This is an optimization exercise on Yosys and OpenROAD, whose aim is small area, a short achievable clock period and few clock cycles, not a production implementation.
RTL that was checked went through simulation tests only; none was proved equivalent to the original.
Only the layout flow was run in runs 1 and 3 to 5; the RTL was not checked for function there.
No activity file was given, so power comes from the tool's default toggle rates.

$ cat flow/flow/run.sh
#!/bin/bash
# Standard layout, with fast buffers on the ports.
set -euo pipefail
bash standard.sh "BUFFER_PORTS_ARGS=-buffer_cell sky130_fd_sc_hd__buf_4" finish > standard_make.log 2>&1
$ cat flow/standard.sh
#!/bin/bash
# synth_recipe.tcl (not shown) runs the flow's synth.tcl, then flattens the netlist and writes it again
# the make line also repeats each setting of config.mk as NAME=value (left out here)
make -C /OpenROAD-flow-scripts/flow DESIGN_CONFIG=/design/flow/config.mk WORK_HOME=/design/flow/orfs CLKGATE_MAP_FILE= SYNTH_SCRIPT=/design/flow/synth_recipe.tcl "${@:-finish}"
$ cat flow/config.mk
export PLATFORM = sky130hd
export DESIGN_NAME = cpu_lite_top
export DESIGN_NICKNAME = cpu_lite_top
export VERILOG_FILES = /design/flow/design.v
export SDC_FILE = /design/flow/constraint.sdc
export NUM_CORES = 8
export LEC_CHECK = 0
export CAP_MARGIN = 20
export CORE_MARGIN = 2
export CORE_UTILIZATION = 50
export CTS_BUF_LIST = sky130_fd_sc_hd__clkbuf_8
export CTS_CLUSTER_DIAMETER = 60
export CTS_CLUSTER_SIZE = 16
export PLACE_DENSITY = 0.6
export SETUP_SLACK_MARGIN = 5
export SLEW_MARGIN = 20
export SYNTH_HIERARCHICAL = 1
$ cat flow/constraint.sdc
create_clock -name core_clock -period 14.0 [get_ports {clk_i}]
set_input_delay 2.8000 -clock core_clock [delete_from_list [all_inputs] [get_ports {clk_i}]]
set_output_delay 2.8000 -clock core_clock [all_outputs]
set_load 0.01 [all_outputs]
$ cat flow/design.v
`default_nettype none
module alu (
    input  wire        is_r_i,     
    input  wire        is_i_i,     
    input  wire [2:0]  f3_i,
    input  wire        f7z_i,      
    input  wire        f7s_i,      
    input  wire [4:0]  rd_i,
    input  wire [31:0] a_i,        
    input  wire [31:0] b_i,        
    output logic [31:0] result_o,
    output logic       writes_o    
);
    wire [2:0] f3 = f3_i;
    logic r_ok, i_ok;
    always_comb begin
        case (f3)
            3'b000:  r_ok = f7z_i | f7s_i;
            3'b001, 3'b010, 3'b100, 3'b110, 3'b111: r_ok = f7z_i;
            default: r_ok = 1'b0;
        endcase
        i_ok = (f3 == 3'b000) | (f3 == 3'b110) | (f3 == 3'b111);
    end
    assign writes_o = ((is_r_i & r_ok) | (is_i_i & i_ok)) & (rd_i != 5'd0);
    wire do_sub = ~is_i_i & (f7s_i | (f3 == 3'b010));
    wire arith  = (f3 == 3'b000);
    wire use_p  = (f3 == 3'b000) | (f3 == 3'b100) | (f3 == 3'b110);
    wire use_g  = f3[1] & f3[2];
    wire do_sll = (f3 == 3'b001);
    wire is_slt = (f3 == 3'b010);
    logic [31:0] p, g, carry, shn;
    for (genvar i = 0; i < 32; i++) begin : g_pg
        alu_pg u_pg (.a_i (a_i[i]), .b_i (b_i[i]), .sub_i (do_sub), .p_o (p[i]), .g_o (g[i]));
    end
    alu_carry u_carry (.p_i (p), .g_i (g), .cin_i (do_sub), .c_o (carry));
    logic [31:0] st [6];
    assign st[0] = a_i;
    for (genvar k = 0; k < 5; k++) begin : g_st
        for (genvar i = 0; i < 32; i++) begin : g_bit
            if (i >= (1 << k)) begin : g_mux
                sh_mux u_mux (.a_i (st[k][i]), .b_i (st[k][i - (1 << k)]), .s_i (b_i[k]),
                              .y_o (st[k + 1][i]));
            end else if (k % 2 == 0) begin : g_fill_t
                sh_fill_t u_fill (.a_i (st[k][i]), .s_i (b_i[k]), .y_o (st[k + 1][i]));
            end else begin : g_fill_n
                sh_fill_n u_fill (.a_i (st[k][i]), .s_i (b_i[k]), .y_o (st[k + 1][i]));
            end
        end
    end
    assign shn = st[5];
    wire lt = (a_i[31] ^ b_i[31]) ? a_i[31] : (p[31] ^ carry[31]);
    alu_res0 u_res0 (.p_i (p[0]), .g_i (g[0]), .c_i (carry[0]), .shn_i (shn[0]),
                     .set_i (is_slt & lt), .use_p_i (use_p), .use_g_i (use_g),
                     .arith_i (arith), .sll_i (do_sll), .r_o (result_o[0]));
    for (genvar i = 1; i < 32; i++) begin : g_res
        alu_res u_res (.p_i (p[i]), .g_i (g[i]), .c_i (carry[i]), .shn_i (shn[i]),
                       .use_p_i (use_p), .use_g_i (use_g), .arith_i (arith), .sll_i (do_sll),
                       .r_o (result_o[i]));
    end
endmodule
module alu_pg (
    input  wire  a_i,
    input  wire  b_i,
    input  wire  sub_i,
    output wire  p_o,
    output wire  g_o
);
    wire bx = b_i ^ sub_i;
    assign p_o = a_i ^ bx;
    assign g_o = a_i & bx;
endmodule
module alu_carry (
    input  wire [31:0] p_i,
    input  wire [31:0] g_i,
    input  wire        cin_i,
    output logic [31:0] c_o
);
    logic [31:0] gg, pp;
    always_comb begin
        gg = g_i;
        pp = p_i;
        gg[0] = g_i[0] | (p_i[0] & cin_i);
        for (int l = 1; l < 32; l = l * 2) begin
            for (int i = 2 * l - 1; i < 32; i = i + 2 * l) begin
                gg[i] = gg[i] | (pp[i] & gg[i - l]);
                pp[i] = pp[i] & pp[i - l];
            end
        end
        for (int l = 8; l >= 1; l = l / 2) begin
            for (int i = 3 * l - 1; i < 32; i = i + 2 * l) begin
                gg[i] = gg[i] | (pp[i] & gg[i - l]);
                pp[i] = pp[i] & pp[i - l];
            end
        end
        c_o = {gg[30:0], 1'b0} | {31'd0, cin_i};
    end
endmodule
module sh_mux (
    input  wire a_i,
    input  wire b_i,
    input  wire s_i,
    output wire y_o
);
    assign y_o = ~(s_i ? b_i : a_i);
endmodule
module sh_fill_t (
    input  wire a_i,
    input  wire s_i,
    output wire y_o
);
    assign y_o = ~(a_i & ~s_i);
endmodule
module sh_fill_n (
    input  wire a_i,
    input  wire s_i,
    output wire y_o
);
    assign y_o = ~(a_i | s_i);
endmodule
module alu_res (
    input  wire p_i,
    input  wire g_i,
    input  wire c_i,
    input  wire shn_i,
    input  wire use_p_i,
    input  wire use_g_i,
    input  wire arith_i,
    input  wire sll_i,
    output wire r_o
);
    wire lg = (p_i & use_p_i) | (g_i & use_g_i);
    assign r_o = sll_i ? ~shn_i : (lg ^ (c_i & arith_i));
endmodule
module alu_res0 (
    input  wire p_i,
    input  wire g_i,
    input  wire c_i,
    input  wire shn_i,
    input  wire set_i,
    input  wire use_p_i,
    input  wire use_g_i,
    input  wire arith_i,
    input  wire sll_i,
    output wire r_o
);
    wire lg = (p_i & use_p_i) | (g_i & use_g_i);
    assign r_o = (sll_i ? ~shn_i : (lg ^ (c_i & arith_i))) | set_i;
endmodule
`default_nettype wire
`default_nettype none
module reg_file (
    input  wire        clk_i,
    input  wire        reset,
    input  wire [4:0]  addr_i,     
    output logic [31:0] rdata_o,   
    input  wire        wr_en_i,    
    input  wire        inv_en_i,   
    input  wire [3:0]  idx_i,
    input  wire [4:0]  wr_tag_i,
    input  wire [31:0] wr_data_i
);
    logic [15:0] valid_q;
    logic [4:0]  tag_q  [16];
    logic [31:0] data_q [16];
    logic [15:0] match;
    logic [15:0] sel;
    logic [15:0] keep;
    always_comb begin
        rdata_o = '0;
        for (int i = 0; i < 16; i++) begin
            sel[i]   = (idx_i == i[3:0]);
            match[i] = (tag_q[i] == addr_i);
            rdata_o  = rdata_o | (data_q[i] & {32{match[i]}});
        end
    end
    always_ff @(posedge clk_i or posedge reset) begin
        if (reset) begin
            valid_q <= '0;
        end else begin
            for (int i = 0; i < 16; i++) begin
                if (wr_en_i && sel[i])                 valid_q[i] <= 1'b1;
                else if (inv_en_i && !sel[i] && match[i]) valid_q[i] <= 1'b0;
            end
        end
    end
    always_comb begin
        for (int i = 0; i < 16; i++) keep[i] = valid_q[i] & ~(inv_en_i & ~sel[i] & match[i]);
    end
    for (genvar i = 0; i < 16; i++) begin : g_entry
        for (genvar j = 0; j < 5; j++) begin : g_tag
            rf_bit u_bit (
                .clk_i  (clk_i),
                .hold_i (keep[i]),
                .we_i   (wr_en_i & sel[i]),
                .d_i    (wr_tag_i[j]),
                .q_o    (tag_q[i][j])
            );
        end
        for (genvar j = 0; j < 32; j++) begin : g_data
            rf_bit u_bit (
                .clk_i  (clk_i),
                .hold_i (keep[i]),
                .we_i   (wr_en_i & sel[i]),
                .d_i    (wr_data_i[j]),
                .q_o    (data_q[i][j])
            );
        end
    end
endmodule
`default_nettype wire
`default_nettype none
module rf_bit (
    input  wire  clk_i,
    input  wire  hold_i,
    input  wire  we_i,
    input  wire  d_i,
    output logic q_o
);
    always_ff @(posedge clk_i) begin
        q_o <= (q_o & hold_i) | (d_i & we_i);
    end
endmodule
`default_nettype wire
`default_nettype none
module cpu_lite_top (
    input  wire        clk_i,
    input  wire        reset,
    input  wire        host_valid_i,
    input  wire [7:0]  host_byte_i,
    input  wire [4:0]  reg_sel_i,
    input  wire [1:0]  byte_sel_i,
    output wire [7:0]  value_o,
    output wire        is_positive_o,
    output wire        done_o
);
    logic        loading_q;    
    logic        done_q;
    logic [1:0]  phase_q;      
    logic [4:0]  count_q;      
    logic        kept_q;       
    logic        wrote_q;      
    logic        is_r_q;       
    logic        is_i_q;       
    logic        rd0_q;        
    logic [7:0]  b1_q;         
    logic [3:0]  b2_q;         
    logic [31:0] a_q;          
    wire start_seen = host_valid_i & ~loading_q & ~done_q & (host_byte_i == 8'hFE);
    wire end_seen   = host_valid_i & loading_q & (phase_q == 2'd0) & (host_byte_i == 8'hFF);
    wire data_stb   = host_valid_i & loading_q & ~end_seen;
    wire last_byte  = data_stb & (phase_q == 2'd3);
    wire kept       = ~count_q[4];
    wire [4:0] rd = {b1_q[3:0], rd0_q};
    logic [31:0] rdata;
    logic [31:0] result;
    logic        writes;
    wire wr_en = last_byte & kept & writes;
    always_ff @(posedge clk_i or posedge reset) begin
        if (reset) begin
            loading_q <= 1'b0;
            done_q    <= 1'b0;
            phase_q   <= 2'd0;
            count_q   <= 5'd0;
            kept_q    <= 1'b0;
            wrote_q   <= 1'b0;
        end else begin
            if (start_seen) loading_q <= 1'b1;
            if (end_seen) begin
                loading_q <= 1'b0;
                done_q    <= 1'b1;
            end
            if (data_stb) phase_q <= phase_q + 2'd1;
            if (kept_q) count_q <= count_q + 5'd1;
            kept_q  <= last_byte & kept;
            wrote_q <= wr_en;
        end
    end
    wire ld0 = data_stb & (phase_q == 2'd0);
    wire ld1 = data_stb & (phase_q == 2'd1);
    wire ld2 = data_stb & (phase_q == 2'd2);
    wire [2:0] b0_d = {host_byte_i[7], host_byte_i[6:0] == 7'b0010011,
                       host_byte_i[6:0] == 7'b0110011};
    logic [2:0] b0_q;
    assign is_r_q = b0_q[0];
    assign is_i_q = b0_q[1];
    assign rd0_q  = b0_q[2];
    for (genvar j = 0; j < 3; j++) begin : g_b0
        rf_bit u_bit (.clk_i (clk_i), .hold_i (~ld0), .we_i (ld0), .d_i (b0_d[j]), .q_o (b0_q[j]));
    end
    for (genvar j = 0; j < 8; j++) begin : g_b1
        rf_bit u_bit (.clk_i (clk_i), .hold_i (~ld1), .we_i (ld1), .d_i (host_byte_i[j]),
                      .q_o (b1_q[j]));
    end
    for (genvar j = 0; j < 4; j++) begin : g_b2
        rf_bit u_bit (.clk_i (clk_i), .hold_i (~ld2), .we_i (ld2), .d_i (host_byte_i[4 + j]),
                      .q_o (b2_q[j]));
    end
    for (genvar j = 0; j < 32; j++) begin : g_a
        rf_bit u_bit (.clk_i (clk_i), .hold_i (~ld2), .we_i (ld2), .d_i (rdata[j]), .q_o (a_q[j]));
    end
    wire sel_host = ~loading_q;
    wire sel_rd   = loading_q & wrote_q;
    wire sel_rs1  = loading_q & (phase_q == 2'd2);
    wire sel_rs2  = loading_q & (phase_q == 2'd3) & ~is_i_q;
    wire [4:0] addr;
    assign addr[0] = (sel_host & reg_sel_i[0]) | (sel_rd & rd[0]) |
                     (sel_rs1 & b1_q[7]) | (sel_rs2 & b2_q[0]);
    assign addr[1] = (sel_host & reg_sel_i[1]) | (sel_rd & rd[1]) |
                     (sel_rs1 & host_byte_i[0]) | (sel_rs2 & b2_q[1]);
    assign addr[2] = (sel_host & reg_sel_i[2]) | (sel_rd & rd[2]) |
                     (sel_rs1 & host_byte_i[1]) | (sel_rs2 & b2_q[2]);
    assign addr[3] = (sel_host & reg_sel_i[3]) | (sel_rd & rd[3]) |
                     (sel_rs1 & host_byte_i[2]) | (sel_rs2 & b2_q[3]);
    assign addr[4] = (sel_host & reg_sel_i[4]) | (sel_rd & rd[4]) |
                     (sel_rs1 & host_byte_i[3]) | (sel_rs2 & host_byte_i[0]);
    wire [31:0] imm = {{20{host_byte_i[7]}}, host_byte_i, b2_q};
    wire [31:0] opb = rdata | (imm & {32{is_i_q}});
    alu u_alu (
        .is_r_i   (is_r_q),
        .is_i_i   (is_i_q),
        .f3_i     (b1_q[6:4]),
        .f7z_i    (host_byte_i[7:1] == 7'b0000000),
        .f7s_i    (host_byte_i[7:1] == 7'b0100000),
        .rd_i     (rd),
        .a_i      (a_q),
        .b_i      (opb),
        .result_o (result),
        .writes_o (writes)
    );
    reg_file u_reg_file (
        .clk_i     (clk_i),
        .reset     (reset),
        .addr_i    (addr),
        .rdata_o   (rdata),
        .wr_en_i   (wr_en),
        .inv_en_i  (wrote_q),
        .idx_i     (count_q[3:0]),
        .wr_tag_i  (rd),
        .wr_data_i (result)
    );
    wire [3:0] bsel = 4'b0001 << byte_sel_i;
    byte_pick u_byte_pick (
        .word_i  (rdata),
        .sel_i   (bsel),
        .byte_o  (value_o)
    );
    assign is_positive_o = ~rdata[31];
    assign done_o        = done_q;
endmodule
`default_nettype wire
`default_nettype none
module byte_pick (
    input  wire [31:0] word_i,
    input  wire [3:0]  sel_i,
    output wire [7:0]  byte_o
);
    assign byte_o = (word_i[7:0] & {8{sel_i[0]}}) | (word_i[15:8] & {8{sel_i[1]}}) |
                    (word_i[23:16] & {8{sel_i[2]}}) | (word_i[31:24] & {8{sel_i[3]}});
endmodule
`default_nettype wire
==> metrics.md, run 1 <==
| Metric | Value |
|---|---|
| Status | timing/DRC/antenna clean |
| Seq cells post-synth | 666 |
| 1st-iter DRT viols | 2325 |
| Synth warn | 15 |
| Critical path type | primary input to output port |
| Vias/cell | 7.00 |
| Hold Buf Count CTS | 0 |
| Worst slew margin | 23.1% |
| Most common cell after layout, fill and taps aside | a22o_1 |
| Worst clock skew | 0.0443 ns |
| Initial antenna violation count | 4 |
| Final setup viols | 0 |
| CP max stage cell | a2111oi_2 |
| I/O Pins | 28 |
| DRT Pass-1 Iters | 8 |
| CP max stage delay | 0.49 ns |
| Clk buf depth | 3 |
| GRT Util Overall | 34.4% |
| Post-place setup slack | 3.63 ns |
| Final nets | 2761 |
| Unrepaired setup endpoints after global routing | false |
| Critical path, cell by cell | buf_4 -> a222oi_1 -> a21oi_2 -> buf_4 -> xnor2_1 -> nand3_1 -> nor2_4 -> buf_4 -> a2111oi_2 -> and3_1 -> nand4_1 -> a22oi_1 -> nand2_1 -> buf_4 |
| Setup ws final | 5.09 ns |
| # DRC | 0 |
| Most used DFF post-synth | dfxtp_1 |
| H-Tree Depth | 2 |
| Cell area power density | 137 nW/um^2 |
| Layout cells sized above 1 | 14.8% |
| Hold Path Class | flip-flop to flip-flop |
| Routability Congestion | 0.884 |
| First-pass GRT wire length | 155 mm |
| Arrival time worst endpoint | 6.11 ns |
| Ys async rst share | 4.05% |
| Global route overflow | 0 |
| Tightest Pin Transition | 1.15 ns |
| Clock-pin slew on the worst setup and hold paths | 0.09 ns |
| Die H | 244 um |
| GR met3 Demand/Resource | 6.39% |
| CTS tree | built |
| Area Overhead vs Synth | 10.1% |
| Commonest non-fill, non-tap cells in the layout | a22o_1, dfxtp_1, a22oi_1, buf_4, mux2i_1 |
| Final core utilization | 55.4% |
| Period utilization | 63.6% |
| GRT busiest layer | met2 |
| Yosys cell types | 76 |
| Clock Root Buffer | clkbuf_8 |
| Row count | 88 |
| Final Hold Viols | 0 |
| Min Tclk post-route | 8.91 ns |
| Placement Cell Area | 30400 um^2 |
| Fmax | 0.112 GHz |
| Die area | 59700 um^2 |
| Met2 Resource Use GR | 55.3% |
| HPWL after detailed placement | 63.1 mm |
| Buf/Inv on CP | 4 |
| Most used cell, CP | buf_4 |
| Core Region | 57400 um^2 |
| Wire length per cell | 30.2 um |
| Final ANT Viol Nets | 0 |
| Peak supply drop | 0.000251 V |
| Sequential-to-total area share from yosys stat | 46.7% |
| Met1 GRT Util | 45.0% |
| Routed wire length | 105 mm |
| CP delay by family, top | compound AO/OA/AOI/OAI gates |
| Pleak | 0.0121 uW |
| Crit end category | output port |
| Clk Latency, worst-skew pair | 0.72 ns |
| Synth Instances | 2575 |
| Max-cap violations | 0 |
| Final non-filler cell area | 31800 um^2 |
| Vias | 24400 |
| CTS Sinks | 666 |
| Syn Nets | 2630 |
| Syn_area_per_cell | 11.2 um^2 |
| TritonCTS Buffers | 51 |
| Starting density of the core | 50.3% |
| Vias in the first global route | 23700 |
| Final Max Tran Viols | 0 |
| Cell area after synthesis | 28900 um^2 |
| Number of synthesized flops with an enable pin | 0 |
| Fin Setup TNS | 0 ns |
| CP required | 11.20 ns |
| Worst-path fanout max | 32 |
| Critical Path Start Type | primary input |
| Min Hold Slack | 0.482 ns |
| Largest net degree at the start of global routing | 81 |
| IO buf count | 27 |
| Die Wd | 244 um |
## cell families (layout without fill, tap and decap cells)
group	count (synthesis)	count (layout)	share of synthesized area, %
adder cells (fa/ha/maj)	38	38	1.64
multiplexers	131	131	4.56
buffers and inverters	97	246	1.92
AND/OR/NAND/NOR	419	420	8.26
flip-flops	666	666	46.7
other	0	1	0
AO/OA/AOI/OAI	1105	1105	33.3
XOR/XNOR	119	119	3.69
## registers in the layout, summed over array words and instances, names as in the netlist
name                                 flops
phase_q                                  2
g_b1.u_bit.q_o                           8
g_b0.u_bit.q_o                           3
u_reg_file.g_entry.g_data.u_bit.q_o    512
wrote_q                                  1
g_b2.u_bit.q_o                           4
done_q                                   1
u_reg_file.valid_q                      16
u_reg_file.g_entry.g_tag.u_bit.q_o      80
loading_q                                1
count_q                                  5
kept_q                                   1
g_a.u_bit.q_o                           32
## stage by stage
step / power, uW / std cells
after detailed placement: 3280 / 3378
after CTS: 4320 / 3460
after global routing: 4530 / 3491
after global placement: 3240 / 3376
after floorplan: 2750 / 2575
final: 4370 / 3491
## worst reg2reg max path, delay by kind of cell (launching register included)
kind / cells / cell delay (ns)
AO/OA/AOI/OAI: 14 / 3.24
buffers and inverters: 5 / 1.10
adder cells (fa/ha/maj): 2 / 0.69
AND/OR/NAND/NOR: 4 / 0.68
XOR/XNOR: 3 / 0.64
flip-flops: 1 / 1.06
## modules after synthesis, one instance, submodules excluded, a selection
module        copies in the design  flops+latches  cells inside
cpu_lite_top                     1             11           112
sh_fill_t                       21              0             1
alu_pg                          32              0             2
rf_bit                         639              1             2
alu_res                         31              0             5
alu                              1              0            21
alu_res0                         1              0             6
## final cells by class
| class | count | area (um^2) |
|---|---|---|
| clock inverter | 16 | 156 |
| inverter | 18 | 67.6 |
| multi-input combinational | 1813 | 15100 |
| antenna | 1 | 2.50 |
| fill | 5028 | 25600 |
| sequential | 666 | 13500 |
| clock buffer | 56 | 771 |
| tap | 765 | 957 |
| timing repair buffer | 156 | 1210 |
## worst paths after layout
kind / startpoint / end / slack, ns / cells past startpoint
hold reg to reg: u_reg_file.g_entry[11].g_data[4].u_bit.q_o / u_reg_file.g_entry[11].g_data[4].u_bit.q_o / 0.48 / 1
max in group asynchronous: reset / u_reg_file.valid_q[11] / 11.18 / 2
hold / removal: u_reg_file.g_entry[11].g_data[4].u_bit.q_o / u_reg_file.g_entry[11].g_data[4].u_bit.q_o / 0.48 / 1
setup / recovery: host_byte_i[0] / value_o[7] / 5.09 / 14
min in group asynchronous: reset / count_q[3] / 2.10 / 2
setup reg to reg: g_b0[2].u_bit.q_o / u_reg_file.g_entry[13].g_data[0].u_bit.q_o / 6.50 / 28
## power by group
part	switching (uW)	total, uW	internal (uW)
Combinational	960	1300	338
Sequential	83.4	2000	1910
Clock	664	1070	407
## routing by layer
layer | routed length, um | part of all wire, %
met5 | 0 | 0
met4 | 4470 | 4.2
met1 | 43800 | 42
met2 | 48200 | 46
met3 | 9040 | 8.6
## cells in the mapped netlist (25+ instances only)
cell type  count  area share [%]
nand2_1       70            0.91
a21o_1        26            0.68
nor3_1        36            0.62
a22oi_2       32             1.4
dfxtp_1      639              44
mux2i_1      129             4.5
a22oi_1      155             4.0
a221oi_2      32             1.7
buf_2         31            0.54
a21oi_1       53            0.92
a22o_1       670              20
a221oi_1      33             1.0
o21ai_0       25            0.43
ha_1          37             1.6
and3_1        85             1.8
nand4_1       37            0.80
dfrtp_1       27             2.3
xor2_1        61             1.9
nand2b_1      45            0.98
nor2_1        48            0.62
xnor2_1       55             1.7
## repair_timing
item | 4_1_cts | 5_1_grt
endpoints found under the setup margin | 120 | 73
pin swaps | 5 | 9
cloned | 0 | 1
resized for setup | 11 | 7
setup buffers | 10 | 25
==> run 2: changes to the inputs <==
--- a/flow/design.v
+++ b/flow/design.v
@@ -164,12 +164,11 @@
     logic [31:0] data_q [16];
     logic [15:0] match;
     logic [15:0] sel;
-    logic [15:0] keep;
     always_comb begin
         rdata_o = '0;
         for (int i = 0; i < 16; i++) begin
             sel[i]   = (idx_i == i[3:0]);
-            match[i] = (tag_q[i] == addr_i);
+            match[i] = valid_q[i] & (tag_q[i] == addr_i);
             rdata_o  = rdata_o | (data_q[i] & {32{match[i]}});
         end
     end
@@ -183,14 +182,11 @@
             end
         end
     end
-    always_comb begin
-        for (int i = 0; i < 16; i++) keep[i] = valid_q[i] & ~(inv_en_i & ~sel[i] & match[i]);
-    end
     for (genvar i = 0; i < 16; i++) begin : g_entry
         for (genvar j = 0; j < 5; j++) begin : g_tag
             rf_bit u_bit (
                 .clk_i  (clk_i),
-                .hold_i (keep[i]),
+                .hold_i (valid_q[i]),
                 .we_i   (wr_en_i & sel[i]),
                 .d_i    (wr_tag_i[j]),
                 .q_o    (tag_q[i][j])
@@ -199,7 +195,7 @@
         for (genvar j = 0; j < 32; j++) begin : g_data
             rf_bit u_bit (
                 .clk_i  (clk_i),
-                .hold_i (keep[i]),
+                .hold_i (valid_q[i]),
                 .we_i   (wr_en_i & sel[i]),
                 .d_i    (wr_data_i[j]),
                 .q_o    (data_q[i][j])
==> flow/flow/run.sh (replaced) <==
#!/bin/bash
# Standard layout, with fast buffers on the ports, and non-critical gates downsized after
# global routing.
set -euo pipefail
bash standard.sh "BUFFER_PORTS_ARGS=-buffer_cell sky130_fd_sc_hd__buf_4" RECOVER_POWER=100 finish > standard_make.log 2>&1
==> run 2 against run 1 <==
Largest cell class unchanged. Clock skew decreased by 0.0076 ns. Register-to-register slack got worse by 2.4 ns. Core utilization decreased by 0.11 points. The layout now fails its checks (capacitance limit, slew limit). Power decreased by 1.6%.
==> metrics.md, run 2 <==
| Metric | Value |
|---|---|
| Status | finished with violations |
| Failed Checks | capacitance limit, slew limit |
| Initial antenna violation count | 2 (-2) |
| Die area | 59000 um^2 (-1.2%) |
| Final nets | 2702 (-2.1%) |
| GRT Util Overall | 35.2% (+0.74 points) |
| RR Startpoint | wrote_q |
| HPWL after detailed placement | 60.8 mm (-3.6%) |
| Max-cap violations | 17 (+17) |
| Pleak | 0.0120 uW (-1.0%) |
| Synth warn | 15 (unchanged) |
| Period utilization | 80.2% (+17 points) |
| Seq cells post-synth | 666 (unchanged) |
| Worst clock skew | 0.0368 ns (-0.00757 ns) |
| Clk Latency, worst-skew pair | 0.70 ns (-0.02 ns) |
| CTS tree | built |
| Area Overhead vs Synth | 9.28% |
| Tightest Pin Transition | 3.30 ns (+2.15 ns) |
| Die H | 243 um (-0.59%) |
| TritonCTS Buffers | 53 (+3.9%) |
| H-Tree Depth | 2 (unchanged) |
| IO buf count | 27 (unchanged) |
| Hold Crit Endpoint | count_q[4] |
| CP max stage delay | 1.84 ns (+1.35 ns) |
| Die Wd | 243 um (-0.59%) |
| Starting density of the core | 50.6% (+0.26 points) |
| Most frequent cell after synthesis | a22o_1 |
| Clk buf depth | 3 (unchanged) |
| Commonest non-fill, non-tap cells in the layout | a22o_1, dfxtp_1, mux2i_1 |
| Synth Instances | 2511 (-2.5%) |
| Final Max Tran Viols | 546 (+546) |
| Hold Buf Count CTS | 0 (unchanged) |
| Most common cell after layout, fill and taps aside | a22o_1 |
| Clock Root Buffer | clkbuf_8 |
| Routed wire length | 108 mm (+2.8%) |
| Synth area leader | dfxtp_1 |
| Largest register FFs | 512 (unchanged) |
| Row count | 87 (-1.1%) |
| Most used DFF post-synth | dfxtp_1 |
| Ys async rst share | 4.05% (unchanged) |
| Layout cells sized above 1 | 11.6% (-3.1 points) |
| Fmax | 0.0890 GHz (-21%) |
| Commonest cells in the netlist | a22o_1, dfxtp_1, mux2i_1, xor2_1, a221oi_1 |
| Cell area power density | 138 nW/um^2 (+0.27%) |
| Area occupied by multi-input gates | 14600 um^2 (-3.5%) |
| 1st-iter DRT viols | 2780 (+20%) |
| Peak supply drop | 0.000197 V (-22%) |
| Top cells by area, synth | dfxtp_1, a22o_1, mux2i_1 |
| Final non-filler cell area | 31200 um^2 (-1.9%) |
| Worst-path fanout max | 32 (unchanged) |
| Critical path, cell by cell | clkbuf_1 -> a222oi_1 -> a21oi_2 -> clkbuf_1 -> xor2_1 -> nor3_1 -> and3_1 -> a221oi_1 -> nand4_1 -> clkbuf_1 -> a21o_1 -> xor2_1 -> ha_1 -> a21oi_1 -> o21ai_2 -> a21oi_1 -> o41ai_4 -> a41o_1 -> a21o_1 -> a21oi_1 -> a221oi_1 -> clkbuf_1 -> a22o_1 |
| Vias | 24600 (+0.64%) |
| Unrepaired setup endpoints after global routing | true |
| Share of the synthesized area in the top cell type | 44.8% (+0.53 points) |
| Routability Congestion | 0.899 (+1.7%) |
| Vias/cell | 7.17 (+2.5%) |
| Core Region | 56400 um^2 (-1.7%) |
| Hold Path Class | flip-flop to flip-flop |
| Number of synthesized flops with an enable pin | 0 (unchanged) |
| CP max stage cell | and3_1 |
| Overall Power | 4300 uW (-1.6%) |
| Reg-to-Reg End | u_reg_file.g_entry[11].g_data[30].u_bit.q_o |
| Final setup viols | 0 (unchanged) |
| First-pass GRT wire length | 156 mm (+0.67%) |
| FF/Latch Area | 13500 um^2 (+0.16%) |
| Biggest regs | u_reg_file.g_entry.g_data.u_bit.q_o: 512 flops, u_reg_file.g_entry.g_tag.u_bit.q_o: 80 flops, g_a.u_bit.q_o: 32 flops |
| Arrival time worst endpoint | 11.86 ns (+5.75 ns) |
| Fin Setup TNS | 0 ns (unchanged) |
| # DRC | 0 (unchanged) |
| Worst Reg-to-Reg Cells | 22 (-21%) |
| Placement Cell Area | 30000 um^2 (-1.5%) |
| Global route overflow | 0 (unchanged) |
| Largest net degree at the start of global routing | 66 (-19%) |
| CP required | 14.63 ns (+3.43 ns) |
| Critical path type | primary input to flip-flop |
| Vias in the first global route | 23300 (-1.8%) |
| Wire length per cell | 31.6 um (+4.6%) |
| Final ANT Viol Nets | 0 (unchanged) |
| Min Tclk post-route | 11.23 ns (+2.32 ns) |
| Hold Crit Depth | 1 (unchanged) |
| Reg with most FFs | u_reg_file.g_entry.g_data.u_bit.q_o |
| Worst slew margin | -120% (-140 points) |
| CTS Sinks | 666 (unchanged) |
| Syn_area_per_cell | 11.4 um^2 (+1.3%) |
| Clock-pin slew on the worst setup and hold paths | 0.10 ns (about the same) |
| Worst Hold Launch | count_q[4] |
| I/O Pins | 28 (unchanged) |
| Yosys cell types | 71 (-6.6%) |
| Final Hold Viols | 0 (unchanged) |
| Fillers | 5070 (+0.84%) |
| Crit end category | flip-flop |
| Final core utilization | 55.3% (-0.11 points) |
| Syn Nets | 2566 (-2.4%) |
| DRT Pass-1 Iters | 6 (-2) |
| Cell area after synthesis | 28500 um^2 (-1.2%) |
| Most used cell, CP | clkbuf_1 |
| Sequential-to-total area share from yosys stat | 47.2% (+0.56 points) |
| Setup slack, reg-to-reg | 4.08 ns (-2.42 ns) |
| Critical Path Start Type | primary input |
==> run 2: changes by cell type after synthesis, moves of 47 or more <==
cell / delta
a221oi_1: +72
a22o_1: +76
a22oi_1: -105
xnor2_1: -47
and3_1: -71
xor2_1: +50
==> run 2: area by class of cell <==
| cell class | count | share of cell area (%) |
|---|---|---|
| inverter | 19 | 0.229 |
| antenna | 1 | 0.00803 |
| clock inverter | 21 | 0.722 |
| sequential | 666 | 43.3 |
| tap | 756 | 3.03 |
| timing repair buffer | 159 | 3.27 |
| clock buffer | 58 | 2.56 |
| multi-input combinational | 1748 | 46.9 |
==> run 2: how the worst max path moves through the flow <==
stage	start	endpoint	slack (ns)
floorplan	host_byte_i[0]	u_reg_file.g_entry[0].g_data[0].u_bit.q_o	5.10
global placement	host_byte_i[0]	u_reg_file.g_entry[8].g_data[0].u_bit.q_o	3.95
detailed placement	host_byte_i[0]	u_reg_file.g_entry[5].g_data[0].u_bit.q_o	3.82
CTS	host_byte_i[2]	value_o[2]	4.98
global route	host_byte_i[3]	u_reg_file.g_entry[5].g_data[23].u_bit.q_o	2.50
finish	host_byte_i[3]	u_reg_file.g_entry[11].g_data[30].u_bit.q_o	2.77
==> run 2: critical path: cells and delay by family <==
kind,cells,cell delay [ns]
buffers and inverters,4,2.23
adder cells (fa/ha/maj),1,0.35
AND/OR/NAND/NOR,3,2.38
AO/OA/AOI/OAI,13,3.72
XOR/XNOR,2,0.30
==> run 2: per-stage QoR <==
stage / setup WS, ns / hold WS (ns) / std cells
final: 2.77 / 0.487 / 3428
after global placement: 3.95 / 0.460 / 3296
after detailed placement: 3.82 / 0.469 / 3296
after floorplan: 5.10 / 0.448 / 2511
after CTS: 4.98 / 0.495 / 3396
after global routing: 2.50 / 0.505 / 3428
==> run 2: per-layer routing <==
layer  vias up  part of all wire, %  global-route usage (%)
met3       304                  9.2                    7.12
li1      10500                    -                       -
met4         0                  4.7                    15.0
met1     12400                   42                    47.7
met2      1362                   44                    54.4
met5         -                    0                       0
==> run 2: modules after synthesis (local to each module, per instance) <==
module        times used  area [um^2]  cells inside  flops+latches
reg_file               1         4800           589             16
cpu_lite_top           1          978           112             11
alu_carry              1          608            98              0
byte_pick              1          170            28              0
alu                    1          124            21              0
alu_res               31         41.3             5              0
alu_res0               1         38.8             6              0
rf_bit               639         28.8             2              1
alu_pg                32         21.3             2              0
sh_mux               129         10.0             1              0
sh_fill_t             21         6.26             1              0
sh_fill_n             10         3.75             1              0
==> run 2: power breakdown <==
part           switching, uW  leakage, uW  total, uW  internal, uW
Clock                    680     0.000536       1120           444
Sequential              84.2      0.00549       2000          1910
Combinational            907      0.00595       1170           266
==> run 2: timing repair <==
action                                  in CTS  in global routing
cloned                                       1                  3
endpoints found under the setup margin      56                 69
setup buffers                               20                 25
resized for setup                           22                 21
pin swaps                                   14                 21
==> run 2: cell families (layout without fill, tap and decap cells) <==
logic type | count (synthesis) | count (layout) | share of synthesized area (%)
compound gates | 1128 | 1130 | 34.5
simple gates | 328 | 330 | 6.19
other cells | 0 | 1 | 0
fa+ha+maj | 38 | 38 | 1.66
xor+xnor | 119 | 119 | 3.65
mux | 131 | 131 | 4.62
buf+inv | 101 | 257 | 2.19
flops | 666 | 666 | 47.2
Testbench counts of run 2, summed over its fixed seeds: cycles 11,399.
==> run 3: changes to the inputs <==
--- a/flow/design.v
+++ b/flow/design.v
@@ -153,8 +153,9 @@
     input  wire        reset,
     input  wire [4:0]  addr_i,     
     output logic [31:0] rdata_o,   
+    output logic [15:0] match_o,   
     input  wire        wr_en_i,    
-    input  wire        inv_en_i,   
+    input  wire [15:0] drop_i,     
     input  wire [3:0]  idx_i,
     input  wire [4:0]  wr_tag_i,
     input  wire [31:0] wr_data_i
@@ -172,13 +173,14 @@
             rdata_o  = rdata_o | (data_q[i] & {32{match[i]}});
         end
     end
+    assign match_o = match;
     always_ff @(posedge clk_i or posedge reset) begin
         if (reset) begin
             valid_q <= '0;
         end else begin
             for (int i = 0; i < 16; i++) begin
                 if (wr_en_i && sel[i])                 valid_q[i] <= 1'b1;
-                else if (inv_en_i && !sel[i] && match[i]) valid_q[i] <= 1'b0;
+                else if (wr_en_i && drop_i[i])          valid_q[i] <= 1'b0;
             end
         end
     end
@@ -233,14 +235,15 @@
     logic        done_q;
     logic [1:0]  phase_q;      
     logic [4:0]  count_q;      
-    logic        kept_q;       
-    logic        wrote_q;      
+    logic        exec_q;       
     logic        is_r_q;       
     logic        is_i_q;       
     logic        rd0_q;        
     logic [7:0]  b1_q;         
     logic [3:0]  b2_q;         
+    logic [7:0]  b3_q;         
     logic [31:0] a_q;          
+    logic [15:0] drop_q;       
     wire start_seen = host_valid_i & ~loading_q & ~done_q & (host_byte_i == 8'hFE);
     wire end_seen   = host_valid_i & loading_q & (phase_q == 2'd0) & (host_byte_i == 8'hFF);
     wire data_stb   = host_valid_i & loading_q & ~end_seen;
@@ -248,17 +251,17 @@
     wire kept       = ~count_q[4];
     wire [4:0] rd = {b1_q[3:0], rd0_q};
     logic [31:0] rdata;
+    logic [15:0] match;
     logic [31:0] result;
     logic        writes;
-    wire wr_en = last_byte & kept & writes;
+    wire wr_en = exec_q & writes;
     always_ff @(posedge clk_i or posedge reset) begin
         if (reset) begin
             loading_q <= 1'b0;
             done_q    <= 1'b0;
             phase_q   <= 2'd0;
             count_q   <= 5'd0;
-            kept_q    <= 1'b0;
-            wrote_q   <= 1'b0;
+            exec_q    <= 1'b0;
         end else begin
             if (start_seen) loading_q <= 1'b1;
             if (end_seen) begin
@@ -266,11 +269,14 @@
                 done_q    <= 1'b1;
             end
             if (data_stb) phase_q <= phase_q + 2'd1;
-            if (kept_q) count_q <= count_q + 5'd1;
-            kept_q  <= last_byte & kept;
-            wrote_q <= wr_en;
+            if (exec_q) count_q <= count_q + 5'd1;
+            exec_q <= last_byte & kept;
         end
     end
+    always_ff @(posedge clk_i) begin
+        b3_q   <= host_byte_i;
+        drop_q <= match;
+    end
     wire ld0 = data_stb & (phase_q == 2'd0);
     wire ld1 = data_stb & (phase_q == 2'd1);
     wire ld2 = data_stb & (phase_q == 2'd2);
@@ -295,28 +301,32 @@
         rf_bit u_bit (.clk_i (clk_i), .hold_i (~ld2), .we_i (ld2), .d_i (rdata[j]), .q_o (a_q[j]));
     end
     wire sel_host = ~loading_q;
-    wire sel_rd   = loading_q & wrote_q;
     wire sel_rs1  = loading_q & (phase_q == 2'd2);
-    wire sel_rs2  = loading_q & (phase_q == 2'd3) & ~is_i_q;
+    wire sel_rd   = loading_q & (phase_q == 2'd3);
+    wire sel_rs2  = loading_q & exec_q & ~is_i_q;
+    wire [4:0] rs2 = {b3_q[0], b2_q};
+    wire [4:0] from_regs = ({5{sel_rd}} & rd) | ({5{sel_rs2}} & rs2) |
+                           {4'd0, sel_rs1 & b1_q[7]};
     wire [4:0] addr;
-    assign addr[0] = (sel_host & reg_sel_i[0]) | (sel_rd & rd[0]) |
-                     (sel_rs1 & b1_q[7]) | (sel_rs2 & b2_q[0]);
-    assign addr[1] = (sel_host & reg_sel_i[1]) | (sel_rd & rd[1]) |
-                     (sel_rs1 & host_byte_i[0]) | (sel_rs2 & b2_q[1]);
-    assign addr[2] = (sel_host & reg_sel_i[2]) | (sel_rd & rd[2]) |
-                     (sel_rs1 & host_byte_i[1]) | (sel_rs2 & b2_q[2]);
-    assign addr[3] = (sel_host & reg_sel_i[3]) | (sel_rd & rd[3]) |
-                     (sel_rs1 & host_byte_i[2]) | (sel_rs2 & b2_q[3]);
-    assign addr[4] = (sel_host & reg_sel_i[4]) | (sel_rd & rd[4]) |
-                     (sel_rs1 & host_byte_i[3]) | (sel_rs2 & host_byte_i[0]);
-    wire [31:0] imm = {{20{host_byte_i[7]}}, host_byte_i, b2_q};
+    assign addr[0] = (sel_host & reg_sel_i[0]) | from_regs[0];
+    for (genvar k = 1; k < 5; k++) begin : g_addr
+        addr_bit u_addr (
+            .host_i  (sel_host),
+            .sel_i   (reg_sel_i[k]),
+            .rs1_i   (sel_rs1),
+            .byte_i  (host_byte_i[k - 1]),
+            .regs_i  (from_regs[k]),
+            .addr_o  (addr[k])
+        );
+    end
+    wire [31:0] imm = {{20{b3_q[7]}}, b3_q, b2_q};
     wire [31:0] opb = rdata | (imm & {32{is_i_q}});
     alu u_alu (
         .is_r_i   (is_r_q),
         .is_i_i   (is_i_q),
         .f3_i     (b1_q[6:4]),
-        .f7z_i    (host_byte_i[7:1] == 7'b0000000),
-        .f7s_i    (host_byte_i[7:1] == 7'b0100000),
+        .f7z_i    (b3_q[7:1] == 7'b0000000),
+        .f7s_i    (b3_q[7:1] == 7'b0100000),
         .rd_i     (rd),
         .a_i      (a_q),
         .b_i      (opb),
@@ -328,8 +338,9 @@
         .reset     (reset),
         .addr_i    (addr),
         .rdata_o   (rdata),
+        .match_o   (match),
         .wr_en_i   (wr_en),
-        .inv_en_i  (wrote_q),
+        .drop_i    (drop_q),
         .idx_i     (count_q[3:0]),
         .wr_tag_i  (rd),
         .wr_data_i (result)
@@ -354,3 +365,15 @@
                     (word_i[23:16] & {8{sel_i[2]}}) | (word_i[31:24] & {8{sel_i[3]}});
 endmodule
 `default_nettype wire
+`default_nettype none
+module addr_bit (
+    input  wire host_i,
+    input  wire sel_i,
+    input  wire rs1_i,
+    input  wire byte_i,
+    input  wire regs_i,
+    output wire addr_o
+);
+    assign addr_o = (host_i & sel_i) | (rs1_i & byte_i) | regs_i;
+endmodule
+`default_nettype wire
==> flow/flow/run.sh (replaced) <==
#!/bin/bash
# Standard layout, with fast buffers on the ports.
set -euo pipefail
bash standard.sh "BUFFER_PORTS_ARGS=-buffer_cell sky130_fd_sc_hd__buf_4" SETUP_SLACK_MARGIN=6 finish > standard_make.log 2>&1
--- a/flow/config.mk
+++ b/flow/config.mk
@@ -15,3 +15,4 @@
 export SETUP_SLACK_MARGIN = 5
 export SLEW_MARGIN = 20
 export SYNTH_HIERARCHICAL = 1
+export TNS_END_PERCENT = 5
==> run 3 against run 2 <==
Now clean on timing, DRC and antenna. Non-clock buffer count grew 46. Wire length increased by 5.0%. Worst setup slack improved by 2.7 ns. Highest routed layer unchanged. Clock power grew 4%. Critical path depth decreased by 8. Fmax is 32% higher. Worst hold slack got worse by 0.0019 ns. Clock-buffer cell count shrank 1. Critical endpoint is now value_o[0]. Die area rose by 1.4%. Synthesized area rose by 1.4%. Sequential share of layout area is 1.1 points lower.
==> metrics.md, run 3 <==
| Metric | Value |
|---|---|
| Final Max Tran Viols | 0 (-100%) |
| Vias/cell | 7.13 (-0.53%) |
| Worst clock skew | 0.0648 ns (+0.0280 ns) |
| Routed wire length | 114 mm (+5.0%) |
| Arrival time worst endpoint | 5.69 ns (-6.17 ns) |
| Starting density of the core | 50.3% (-0.24 points) |
| Max-cap violations | 0 (-17) |
| Layout cells sized above 1 | 18.3% (+6.7 points) |
| Seq cells post-synth | 689 (+3.5%) |
| Share of the synthesized area in the top cell type | 45.9% (+1.0 points) |
| Most frequent cell after synthesis | a22o_1 |
| Clock-pin slew on the worst setup and hold paths | 0.09 ns (about the same) |
| GRT Util Overall | 36.9% (+1.7 points) |
| I/O Pins | 28 (unchanged) |
| Commonest non-fill, non-tap cells in the layout | a22o_1, dfxtp_1, buf_4 |
| Critical path type | primary input to output port |
| Synth area leader | dfxtp_1 |
| Number of synthesized flops with an enable pin | 0 (unchanged) |
| CTS Sinks | 689 (+3.5%) |
| Post-place setup slack | 4.27 ns (+0.445 ns) |
| Area Overhead vs Synth | 14.3% |
| Unrepaired setup endpoints after global routing | true |
| Synth Instances | 2534 (+0.92%) |
| 1st-iter DRT viols | 3180 (+14%) |
| Top cells by area, synth | dfxtp_1, a22o_1, mux2i_1 |
| Clk Latency, worst-skew pair | 0.75 ns (+0.05 ns) |
| Clock Root Buffer | clkbuf_8 |
| Vias | 25100 (+2.3%) |
| Status | timing/DRC/antenna clean |
| H-Tree Depth | 2 (unchanged) |
| Sequential-to-total area share from yosys stat | 48.1% (+0.90 points) |
| Period utilization | 60.7% (-20 points) |
| HPWL after detailed placement | 62.5 mm (+2.6%) |
| Die area | 59800 um^2 (+1.4%) |
| Routability Congestion | 0.900 (+0.10%) |
| Commonest cells in the netlist | a22o_1, dfxtp_1, mux2i_1, a22oi_1, nand2_1 |
| Final Hold Viols | 0 (unchanged) |
| Final nets | 2787 (+3.1%) |
| Core Region | 57500 um^2 (+1.9%) |
| CP required | 11.20 ns (-3.43 ns) |
| Final core utilization | 57.6% (+2.3 points) |
| Final ANT Viol Nets | 0 (unchanged) |
| CTS tree | built |
| Final setup viols | 0 (unchanged) |
| Biggest regs | u_reg_file.g_entry.g_data.u_bit.q_o: 512 flops, u_reg_file.g_entry.g_tag.u_bit.q_o: 80 flops, g_a.u_bit.q_o: 32 flops |
| Vias in the first global route | 24500 (+5.3%) |
| Die H | 245 um (+0.71%) |
| Min Tclk post-route | 8.49 ns (-2.74 ns) |
| Worst slew margin | 28.7% (+150 points) |
| Row count | 88 (+1.1%) |
| Syn_area_per_cell | 11.4 um^2 (+0.52%) |
| Pleak | 0.0127 uW (+6.1%) |
| Cell area power density | 142 nW/um^2 (+3.3%) |
| Largest net degree at the start of global routing | 70 (+6.1%) |
| Most common cell after layout, fill and taps aside | a22o_1 |
| TritonCTS Buffers | 55 (+3.8%) |
| Global route overflow | 0 (unchanged) |
| Initial antenna violation count | 3 (+1) |
| Most used DFF post-synth | dfxtp_1 |
| Ys async rst share | 3.77% (-0.28 points) |
| # DRC | 0 (unchanged) |
| Setup ws final | 5.51 ns (+2.74 ns) |
| Fillers | 4936 (-2.6%) |
| Cell area after synthesis | 28900 um^2 (+1.4%) |
| Worst-path fanout max | 16 (-50%) |
| Fin Setup TNS | 0 ns (unchanged) |
| Reg with most FFs | u_reg_file.g_entry.g_data.u_bit.q_o |
| Yosys cell types | 70 (-1.4%) |
| IO buf count | 27 (unchanged) |
| Crit end category | output port |
| DRT Pass-1 Iters | 6 (unchanged) |
| First-pass GRT wire length | 165 mm (+5.6%) |
| Critical Path Start Type | primary input |
| Die Wd | 245 um (+0.71%) |
| Hold Buf Count CTS | 0 (unchanged) |
| Hold Path Class | flip-flop to flip-flop |
| Fmax | 0.118 GHz (+32%) |
| Peak supply drop | 0.000157 V (-20%) |
| Tightest Pin Transition | 1.07 ns (-2.23 ns) |
| Clk buf depth | 3 (unchanged) |
| Syn Nets | 2589 (+0.90%) |
| Largest register FFs | 512 (unchanged) |
| Wire length per cell | 32.3 um (+2.1%) |
| Synth warn | 15 (unchanged) |
## run 3: report_power, final
group / internal, uW / switching, uW
clock network: 463 / 712
registers: 1990 / 101
logic: 443 / 1000
## run 3: critical path, stage by stage
cell	delay, ns
buf_4	0.13
a221o_1	0.34
buf_12	0.17
buf_8	0.16
xnor2_2	0.14
nand4_1	0.12
nor3_4	0.08
buf_12	0.14
clkbuf_16	0.19
a22oi_2	0.13
nand4_1	0.26
or3_4	0.42
a22oi_2	0.28
nand2_2	0.11
buf_4	0.16
## run 3: path summary, 6_finish.rpt
check                                   from                                   endpoint  slack [ns]  cells after the start
max                           host_byte_i[3]                                 value_o[0]        5.51                     15
min                                drop_q[8]                      u_reg_file.valid_q[8]        0.49                      2
max reg2reg                g_b0[1].u_bit.q_o  u_reg_file.g_entry[8].g_data[0].u_bit.q_o        6.52                     32
min reg2reg                        drop_q[8]                      u_reg_file.valid_q[8]        0.49                      2
max in group asynchronous              reset                      u_reg_file.valid_q[9]       11.14                      2
min in group asynchronous              reset                                 count_q[0]        2.09                      2
## run 3: per-stage QoR
step	hold WS [ns]	instance area [um^2]	std cells	power (uW)
final	0.485	33100	3525	4710
after global routing	0.504	33100	3523	4860
after CTS	0.486	32700	3504	4660
after detailed placement	0.464	30500	3341	3390
after floorplan	0.437	29000	2534	2930
after global placement	0.459	30500	3337	3360
## run 3: Yosys stat by module (local to each module, per instance)
| module | area [um^2] | cells inside | copies in the design | flip-flops and latches |
|---|---|---|---|---|
| alu_res0 | 38.8 | 6 | 1 | 0 |
| alu_res | 41.3 | 5 | 31 | 0 |
| byte_pick | 170 | 28 | 1 | 0 |
| alu | 124 | 21 | 1 | 0 |
| alu_pg | 21.3 | 2 | 32 | 0 |
| addr_bit | 10.0 | 1 | 4 | 0 |
| sh_fill_t | 6.26 | 1 | 21 | 0 |
| reg_file | 4740 | 583 | 1 | 16 |
| alu_carry | 608 | 98 | 1 | 0 |
| sh_mux | 10.0 | 1 | 129 | 0 |
| cpu_lite_top | 1410 | 137 | 1 | 34 |
| rf_bit | 28.8 | 2 | 639 | 1 |
| sh_fill_n | 3.75 | 1 | 10 | 0 |
## run 3: area by class of cell
type	instances	area (um^2)	area share (%)
Clock inverter	25	283	0.855
Antenna cell	3	7.51	0.0227
Tap cell	765	957	2.89
Clock buffer	57	785	2.37
Multi-Input combinational cell	1758	15200	45.9
Timing Repair Buffer	205	1830	5.52
Inverter	23	86.3	0.261
Sequential cell	689	13900	42.1
## run 3: timing repair
| item | 4_1_cts | 5_1_grt |
|---|---|---|
| pin swaps | 44 | 15 |
| setup buffers | 72 | 12 |
| hold endpoints to repair | 0 | 0 |
| gates cloned | 9 | 3 |
| resized for setup | 89 | 28 |
| setup endpoints to repair | 309 | 152 |
## run 3: metal layers
metal,up-vias,part of all wire [%],GRT usage [%]
met5,-,0,0
met4,0,4.8,17.1
met1,12800,41,49.7
met3,266,10,7.76
met2,1425,44,56.6
li1,10700,-,-
## run 3: logic make-up (layout without fill, tap and decap cells)
kind of cell               Yosys count  in the layout  synth area share [%]
AOI/OAI and AO/OA                 1108           1112                  33.2
xor gates and xnor gates           119            119                  3.60
adders and majority gates           38             38                  1.64
buffers and inverters               95            310                  2.08
DFF                                689            689                  48.1
muxes                              131            131                  4.55
other                                0              3                     0
and+or+nand+nor                    354            358                  6.81
==> run 4: changes to the inputs <==
==> flow/flow/run.sh (replaced) <==
#!/bin/bash
# Standard layout, with fast buffers on the ports.
set -euo pipefail
bash standard.sh "BUFFER_PORTS_ARGS=-buffer_cell sky130_fd_sc_hd__buf_4" SETUP_SLACK_MARGIN=5.5 finish > standard_make.log 2>&1
==> run 4 against run 3 <==
Final cell count decreased by 0.71%. Register-to-register slack got worse by 0.13 ns. Largest cell class unchanged. Synthesized area unchanged. Worst setup slack got worse by 0.068 ns. Worst hold slack got worse by 0.0048 ns. Cell area decreased by 1.3%. Wire length decreased by 2.8%. Largest power group unchanged. Non-clock buffer count decreased by 23. Sequential power about the same. Critical path depth decreased by 3.
==> metrics.md, run 4 <==
| Metric | Value |
|---|---|
| Status | timing/DRC/antenna clean |
| TritonCTS Buffers | 55 (unchanged) |
| Min Tclk post-route | 8.56 ns (+0.0682 ns) |
| Buf/Inv on CP | 3 (-3) |
| Max-cap violations | 0 (unchanged) |
| Critical path, cell by cell | buf_4 -> a221o_1 -> buf_8 -> xor2_2 -> nor2_2 -> and2_4 -> a22oi_1 -> nand4_1 -> or3_4 -> a22oi_1 -> nand2_1 -> buf_4 |
| Worst clock skew | 0.0566 ns (-0.00816 ns) |
| Hold Crit Depth | 2 (unchanged) |
| Die H | 245 um (unchanged) |
| CTS Sinks | 689 (unchanged) |
| Worst slew margin | 24.9% (-3.8 points) |
| Seq cells post-synth | 689 (unchanged) |
| Final Max Tran Viols | 0 (unchanged) |
| Critical Path Start Type | primary input |
| Unrepaired setup endpoints after global routing | true |
| Clk buf depth | 3 (unchanged) |
| Hold Buf Count CTS | 0 (unchanged) |
| Final Hold Viols | 0 (unchanged) |
| CP required | 11.20 ns (about the same) |
| CTS tree | built |
| Ys async rst share | 3.77% (unchanged) |
| Commonest non-fill, non-tap cells in the layout | a22o_1, dfxtp_1, buf_4 |
| Number of synthesized flops with an enable pin | 0 (unchanged) |
| CP max stage delay | 0.44 ns (+0.02 ns) |
| Worst-path fanout max | 16 (unchanged) |
| Most frequent cell after synthesis | a22o_1 |
| Largest register FFs | 512 (unchanged) |
| Synth warn | 15 (unchanged) |
| Min Hold Slack | 0.481 ns (-0.00477 ns) |
| Fmax | 0.117 GHz (-0.80%) |
| Starting density of the core | 50.3% (unchanged) |
| GRT Util Overall | 35.7% (-1.2 points) |
| Final nets | 2761 (-0.93%) |
| Routed wire length | 111 mm (-2.8%) |
| Critical path depth | 12 (-3) |
| Global route overflow | 0 (unchanged) |
| Arrival time worst endpoint | 5.76 ns (+0.07 ns) |
| Routed wl met3 | 9.27 mm (-21%) |
| Core Region | 57500 um^2 (unchanged) |
| Area occupied by multi-input gates | 15100 um^2 (-0.79%) |
| H-Tree Depth | 2 (unchanged) |
| Met2 wire len | 48.8 mm (-2.3%) |
| Fillers | 5019 (+1.7%) |
| Sequential-to-total area share from yosys stat | 48.1% (unchanged) |
| IO buf count | 27 (unchanged) |
| Row count | 88 (unchanged) |
| CP max stage cell | or3_4 |
| Post-Route M1 WL | 46.9 mm (+0.44%) |
| FF/Latch Area | 13900 um^2 (unchanged) |
| Tightest Pin Transition | 1.13 ns (+0.0591 ns) |
| First-pass GRT wire length | 160 mm (-3.2%) |
| Pleak | 0.0125 uW (-1.5%) |
| I/O Pins | 28 (unchanged) |
| Final setup viols | 0 (unchanged) |
| Biggest regs | u_reg_file.g_entry.g_data.u_bit.q_o: 512 flops, u_reg_file.g_entry.g_tag.u_bit.q_o: 80 flops, g_a.u_bit.q_o: 32 flops |
| Most common cell after layout, fill and taps aside | a22o_1 |
| Cell area after synthesis | 28900 um^2 (unchanged) |
| Reg with most FFs | u_reg_file.g_entry.g_data.u_bit.q_o |
| Final ANT Viol Nets | 0 (unchanged) |
| Vias in the first global route | 23600 (-3.5%) |
| # DRC | 0 (unchanged) |
| Setup ws final | 5.44 ns (-0.0682 ns) |
| Most used DFF post-synth | dfxtp_1 |
| Area Overhead vs Synth | 12.8% |
| Top cells by area, synth | dfxtp_1, a22o_1, mux2i_1 |
| Synth Instances | 2534 (unchanged) |
| Final core utilization | 56.8% (-0.77 points) |
| Initial antenna violation count | 2 (-1) |
| Critical path type | primary input to output port |
| DRT Pass-1 Iters | 6 (unchanged) |
| Cell area power density | 143 nW/um^2 (+0.39%) |
| Crit end category | output port |
| Top Metal Used | met5 |
| CP delay by family, top | simple AND/OR/NAND/NOR gates |
| Clock Root Buffer | clkbuf_8 |
| Largest net degree at the start of global routing | 66 (-5.7%) |
| Vias/cell | 7.04 (-1.3%) |
| Clk Latency, worst-skew pair | 0.73 ns (-0.02 ns) |
| Share of the synthesized area in the top cell type | 45.9% (unchanged) |
| Hold Path Class | flip-flop to flip-flop |
| Final non-filler cell area | 32600 um^2 (-1.3%) |
| Commonest cells in the netlist | a22o_1, dfxtp_1, mux2i_1, a22oi_1, nand2_1 |
| Clock-pin slew on the worst setup and hold paths | 0.10 ns (about the same) |
| Syn_area_per_cell | 11.4 um^2 (unchanged) |
| Layout cells sized above 1 | 16.7% (-1.6 points) |
| HPWL after detailed placement | 63.5 mm (+1.6%) |
| Worst Reg-to-Reg Cells | 29 (-9.4%) |
| Wire length per cell | 31.6 um (-2.1%) |
| Syn Nets | 2589 (unchanged) |
| Peak supply drop | 0.000137 V (-13%) |
| Period utilization | 61.1% (+0.49 points) |
| Fin Setup TNS | 0 ns (unchanged) |
| Vias | 24600 (-2.0%) |
| 1st-iter DRT viols | 2785 (-12%) |
| Placement Cell Area | 30500 um^2 (about the same) |
| Yosys cell types | 70 (unchanged) |
| Die area | 59800 um^2 (unchanged) |
| Post-place setup slack | 3.83 ns (-0.431 ns) |
| Synth area leader | dfxtp_1 |
| Routability Congestion | 0.914 (+1.5%) |
| Die Wd | 245 um (unchanged) |
run 4: cell counts after synthesis:
Identical to the previous run, type by type.
run 4: routing by layer:
metal | track usage [%] | vias to the layer above
li1 | - | 10600
met1 | 48.5 | 12500
met2 | 55.0 | 1249
met3 | 5.72 | 240
met4 | 18.1 | 2
met5 | 0 | -
run 4: path summary, 6_finish.rpt:
check / from / to / slack, ns
setup reg to reg: g_b0[1].u_bit.q_o / u_reg_file.g_entry[0].g_data[0].u_bit.q_o / 6.39
max in group asynchronous: reset / u_reg_file.valid_q[10] / 11.25
min in group asynchronous: reset / phase_q[1] / 2.15
hold / removal: drop_q[1] / u_reg_file.valid_q[1] / 0.48
hold reg to reg: drop_q[1] / u_reg_file.valid_q[1] / 0.48
setup / recovery: host_byte_i[2] / value_o[3] / 5.44
run 4: worst register-to-register path, delay by kind of cell (launching register included):
family,cells,cell delay (ns)
AOI/OAI and AO/OA,14,3.03
xor gates and xnor gates,3,0.62
adders and majority gates,2,0.62
buffers and inverters,4,0.72
DFF,1,0.95
and+or+nand+nor,6,1.59
run 4: area by class of cell:
cell class,instances,share of cell area [%]
multi-input cells,1755,46.2
flip-flops and latches,689,42.7
repair buffers,182,4.65
well taps,765,2.93
clock buffers,59,2.49
clock inverters,25,0.740
inverters,23,0.264
diodes,2,0.0153
run 4: metrics by stage:
stage,instances,power (uW)
final,3500,4660
after CTS,3481,4580
after detailed placement,3344,3390
after global placement,3342,3370
after global routing,3499,4820
after floorplan,2534,2920
run 4: modules after synthesis (local to each module, per instance):
module | flip-flops and latches | copies in the design | area (um^2) | cells inside
rf_bit | 1 | 639 | 28.8 | 2
sh_fill_t | 0 | 21 | 6.26 | 1
alu_carry | 0 | 1 | 608 | 98
sh_mux | 0 | 129 | 10.0 | 1
sh_fill_n | 0 | 10 | 3.75 | 1
alu | 0 | 1 | 124 | 21
cpu_lite_top | 34 | 1 | 1410 | 137
addr_bit | 0 | 4 | 10.0 | 1
alu_res0 | 0 | 1 | 38.8 | 6
byte_pick | 0 | 1 | 170 | 28
reg_file | 16 | 1 | 4740 | 583
alu_pg | 0 | 32 | 21.3 | 2
alu_res | 0 | 31 | 41.3 | 5
run 4: repair_timing:
item / 4_1_cts / 5_1_grt
pin swaps: 24 / 11
endpoints found under the setup margin: 292 / 148
cloned: 4 / 1
buffers inserted: 49 / 15
resized for setup: 39 / 47
run 4: cells by family after synthesis:
| family | count (synthesis) | share of synthesized area, % |
|---|---|---|
| buffers and inverters | 95 | 2.08 |
| and+or+nand+nor | 354 | 6.81 |
| adders and majority gates | 38 | 1.64 |
| AOI/OAI and AO/OA | 1108 | 33.2 |
| muxes | 131 | 4.55 |
| DFF | 689 | 48.1 |
| xor gates and xnor gates | 119 | 3.60 |
run 4: power by group:
group	leakage, uW	internal, uW	switching (uW)
registers	0.00566	1990	100
logic	0.00630	438	989
clock network	0.000555	439	708
total	0.0125	2870	1800
==> run 5: changes to the inputs <==
--- a/flow/design.v
+++ b/flow/design.v
@@ -165,11 +165,12 @@
     logic [31:0] data_q [16];
     logic [15:0] match;
     logic [15:0] sel;
+    logic [15:0] keep;
     always_comb begin
         rdata_o = '0;
         for (int i = 0; i < 16; i++) begin
             sel[i]   = (idx_i == i[3:0]);
-            match[i] = valid_q[i] & (tag_q[i] == addr_i);
+            match[i] = (tag_q[i] == addr_i);
             rdata_o  = rdata_o | (data_q[i] & {32{match[i]}});
         end
     end
@@ -184,11 +185,14 @@
             end
         end
     end
+    always_comb begin
+        for (int i = 0; i < 16; i++) keep[i] = valid_q[i] & ~(wr_en_i & drop_i[i]);
+    end
     for (genvar i = 0; i < 16; i++) begin : g_entry
         for (genvar j = 0; j < 5; j++) begin : g_tag
             rf_bit u_bit (
                 .clk_i  (clk_i),
-                .hold_i (valid_q[i]),
+                .hold_i (keep[i]),
                 .we_i   (wr_en_i & sel[i]),
                 .d_i    (wr_tag_i[j]),
                 .q_o    (tag_q[i][j])
@@ -197,7 +201,7 @@
         for (genvar j = 0; j < 32; j++) begin : g_data
             rf_bit u_bit (
                 .clk_i  (clk_i),
-                .hold_i (valid_q[i]),
+                .hold_i (keep[i]),
                 .we_i   (wr_en_i & sel[i]),
                 .d_i    (wr_data_i[j]),
                 .q_o    (data_q[i][j])
==> run 5 against run 4 <==
Cell area grew 3.1%. Power up 37%. Final cell count unchanged. Worst setup slack better by 0.035 ns. Sequential share of layout area shrank 1.3 points. First-iteration DRC count shrank 14%. Non-clock buffer count up 30. Core utilization rose by 2.6 points. Highest routed layer is now met4. Clock-buffer cell count fell by 1. Worst hold slack gained 0.010 ns. Sequential power grew 2%. Fmax increased by 0.41%. Critical endpoint is now value_o[0].
==> metrics.md, run 5 <==
| Metric | Value |
|---|---|
| Peak supply drop | 0.000217 V (+59%) |
| Global route overflow | 0 (unchanged) |
| Internal power | 3430 uW (+20%) |
| Initial antenna violation count | 0 (-2) |
| GRT Util Overall | 33.2% (-2.5 points) |
| Synth area leader | dfxtp_1 |
| Synth Instances | 2518 (-0.63%) |
| HPWL after detailed placement | 60.0 mm (-5.5%) |
| CTS Sinks | 689 (unchanged) |
| Routability Congestion | 0.921 (+0.76%) |
| Number of synthesized flops with an enable pin | 0 (unchanged) |
| Worst-path fanout max | 16 (unchanged) |
| Final setup viols | 0 (unchanged) |
| Xor/xnor cell area share of the yosys netlist | 3.62% (+0.021 points) |
| Syn_area_per_cell | 11.4 um^2 (about the same) |
| Biggest regs | u_reg_file.g_entry.g_data.u_bit.q_o: 512 flops, u_reg_file.g_entry.g_tag.u_bit.q_o: 80 flops, g_a.u_bit.q_o: 32 flops |
| Post-Route M1 WL | 46.4 mm (-0.86%) |
| Final core utilization | 59.4% (+2.6 points) |
| Max-cap violations | 0 (unchanged) |
| Most common cell after layout, fill and taps aside | a22o_1 |
| H-Tree Depth | 2 (unchanged) |
| CTS tree | built |
| Post-place setup slack | 4.01 ns (+0.173 ns) |
| Reg with most FFs | u_reg_file.g_entry.g_data.u_bit.q_o |
| Syn Nets | 2573 (-0.62%) |
| Cell area power density | 189 nW/um^2 (+33%) |
| Die Wd | 244 um (-0.29%) |
| # DRC | 0 (unchanged) |
| Largest family of logic cells by synthesized area | compound AO/OA/AOI/OAI gates |
| Die area | 59500 um^2 (-0.57%) |
| Top cells by area, synth | dfxtp_1, a22o_1, mux2i_1 |
| Min Hold Slack | 0.491 ns (+0.0101 ns) |
| Sequential-to-total area share from yosys stat | 48.4% (+0.28 points) |
| Ant. Diodes | 0 (-2) |
| Critical path origin | host_byte_i[3] |
| Starting density of the core | 50.8% (+0.48 points) |
| Fin Setup TNS | 0 ns (unchanged) |
| RR Startpoint | g_b0[1].u_bit.q_o |
| Synth Area in Compound Gates | 33.7% (+0.54 points) |
| Synth Area in Adders | 1.65% (+0.0096 points) |
| Critical path type | primary input to output port |
| Fmax | 0.117 GHz (+0.41%) |
| Worst slew margin | 22.4% (-2.6 points) |
| Most frequent cell after synthesis | a22o_1 |
| Final nets | 2774 (+0.47%) |
| Tightest Pin Transition | 1.16 ns (+0.0383 ns) |
| Worst clock skew | 0.0579 ns (+0.00120 ns) |
| Layout cells sized above 1 | 19.0% (+2.2 points) |
| Critical Path Start Type | primary input |
| Status | timing/DRC/antenna clean |
| Commonest non-fill, non-tap cells in the layout | a22o_1, dfxtp_1, buf_4 |
| Unrepaired setup endpoints after global routing | true |
| Vias/cell | 6.98 (-0.80%) |
| Final Max Tran Viols | 0 (unchanged) |
| Commonest cells in the netlist | a22o_1, dfxtp_1, mux2i_1, a22oi_1, xor2_1 |
| I/O Pins | 28 (unchanged) |
| Clk buf depth | 3 (unchanged) |
| IO buf count | 27 (unchanged) |
| Clock network fraction of design power | 17.4% (-7.2 points) |
| Clk Latency, worst-skew pair | 0.73 ns (about the same) |
| Worst Hold Launch | u_reg_file.g_entry[6].g_data[21].u_bit.q_o |
| Simple-gate area share of the yosys netlist | 6.46% (-0.34 points) |
| Final Hold Viols | 0 (unchanged) |
| Final ANT Viol Nets | 0 (unchanged) |
| Setup slack, reg-to-reg | 6.52 ns (+0.13 ns) |
| Ys async rst share | 3.77% (unchanged) |
| Top Metal Used | met4 |
| Vias in the first global route | 23400 (-1.1%) |
| Seq cells post-synth | 689 (unchanged) |
| Arrival time worst endpoint | 5.72 ns (-0.04 ns) |
| Cell area after synthesis | 28800 um^2 (-0.58%) |
[run 5: cell families (layout without fill, tap and decap cells)]
logic type,count (synthesis),after routing
xor gates and xnor gates,119,119
DFF,689,689
adders and majority gates,38,38
and+or+nand+nor,335,335
buffers and inverters,91,316
muxes,131,131
AOI/OAI and AO/OA,1115,1116
[run 5: what timing repair did]
| action | in CTS | in global routing |
|---|---|---|
| hold buffers | 0 | 0 |
| endpoints found under the setup margin | 170 | 81 |
| resized for setup | 48 | 120 |
| setup buffers | 28 | 54 |
| pin swaps | 24 | 61 |
| cloned | 0 | 12 |
[run 5: path summary, 6_finish.rpt]
| check | depth (start not counted) | to |
|---|---|---|
| setup / recovery | 15 | value_o[0] |
| hold / removal | 1 | u_reg_file.g_entry[6].g_data[21].u_bit.q_o |
| setup reg to reg | 32 | u_reg_file.g_entry[13].g_data[0].u_bit.q_o |
| hold reg to reg | 1 | u_reg_file.g_entry[6].g_data[21].u_bit.q_o |
| max in group asynchronous | 2 | u_reg_file.valid_q[14] |
| min in group asynchronous | 2 | count_q[1] |
[run 5: per-layer routing]
layer	global-route usage, %	vias to the layer above
met5	0	-
met4	11.3	0
met3	4.97	203
met2	52.5	1130
met1	46.3	12500
li1	-	10600
[run 5: area by class of cell]
class / count / area share (%)
multi-input cells: 1739 / 46.3
repair buffers: 212 / 6.32
flip-flops and latches: 689 / 41.4
clock buffers: 58 / 2.37
inverters: 23 / 0.257
clock inverters: 23 / 0.573
well taps: 756 / 2.81
[run 5: power groups by stage]
| stage | registers, uW | logic (uW) | clock network, uW |
|---|---|---|---|
| global placement | 2170 | 2210 | 0 |
| detailed placement | 2180 | 2240 | 0 |
| CTS | 2130 | 2310 | 1120 |
| finish | 2130 | 3130 | 1110 |
| floorplan | 2110 | 1300 | 0 |
| global route | 2140 | 3180 | 1200 |
[run 5: stage by stage]
stage | cells | cell area [um^2]
2_1_floorplan | 2518 | 28800
3_3_place_gp | 3321 | 30700
5_1_grt | 3500 | 33600
4_1_cts | 3431 | 32200
3_5_place_dp | 3322 | 30700
6_report | 3500 | 33600
[run 5: per-module statistics from Yosys, one instance, submodules excluded, a selection]
module        flip-flops and latches  area [um^2]  copies in the design
alu_res0                           0         38.8                     1
sh_mux                             0         10.0                   129
alu                                0          124                     1
byte_pick                          0          170                     1
cpu_lite_top                      34         1410                     1
rf_bit                             1         28.8                   639
addr_bit                           0         10.0                     4
[run 5: critical path, cell delays in order]
cell,delay [ns]
buf_4,0.13
a221o_1,0.34
buf_12,0.18
xnor2_1,0.14
nand3_1,0.15
nor3_4,0.09
buf_12,0.14
clkbuf_16,0.19
a22o_1,0.27
nor4_2,0.39
nand4_1,0.16
buf_6,0.16
a22oi_2,0.24
nand2_1,0.14
buf_4,0.16

==> separate check: timing with driven ports <==
The results above use ideal ports. As a check the final layouts listed here were re-extracted and re-timed, cells and wires unchanged. Step 1, drivers: a clkbuf_16 drives clk_i and a buf_2 each remaining input, both assumed. Step 2 also shifts input and output timing later by t, the mid clock arrival at the registers, as if the neighbouring blocks saw the same clock. Slacks: ideal ports / drivers / drivers and shift; pairs: ideal ports / drivers.
run	t (ns)	slack for setup (ns)
run 1	0.752	5.091 / 5.070 / 4.657
run 2	0.740	2.769 / 2.769 / 2.056
run 3	0.776	5.509 / 5.483 / 5.024
run 4	0.758	5.441 / 5.416 / 4.883
run 5	0.756	5.476 / 5.442 / 4.976
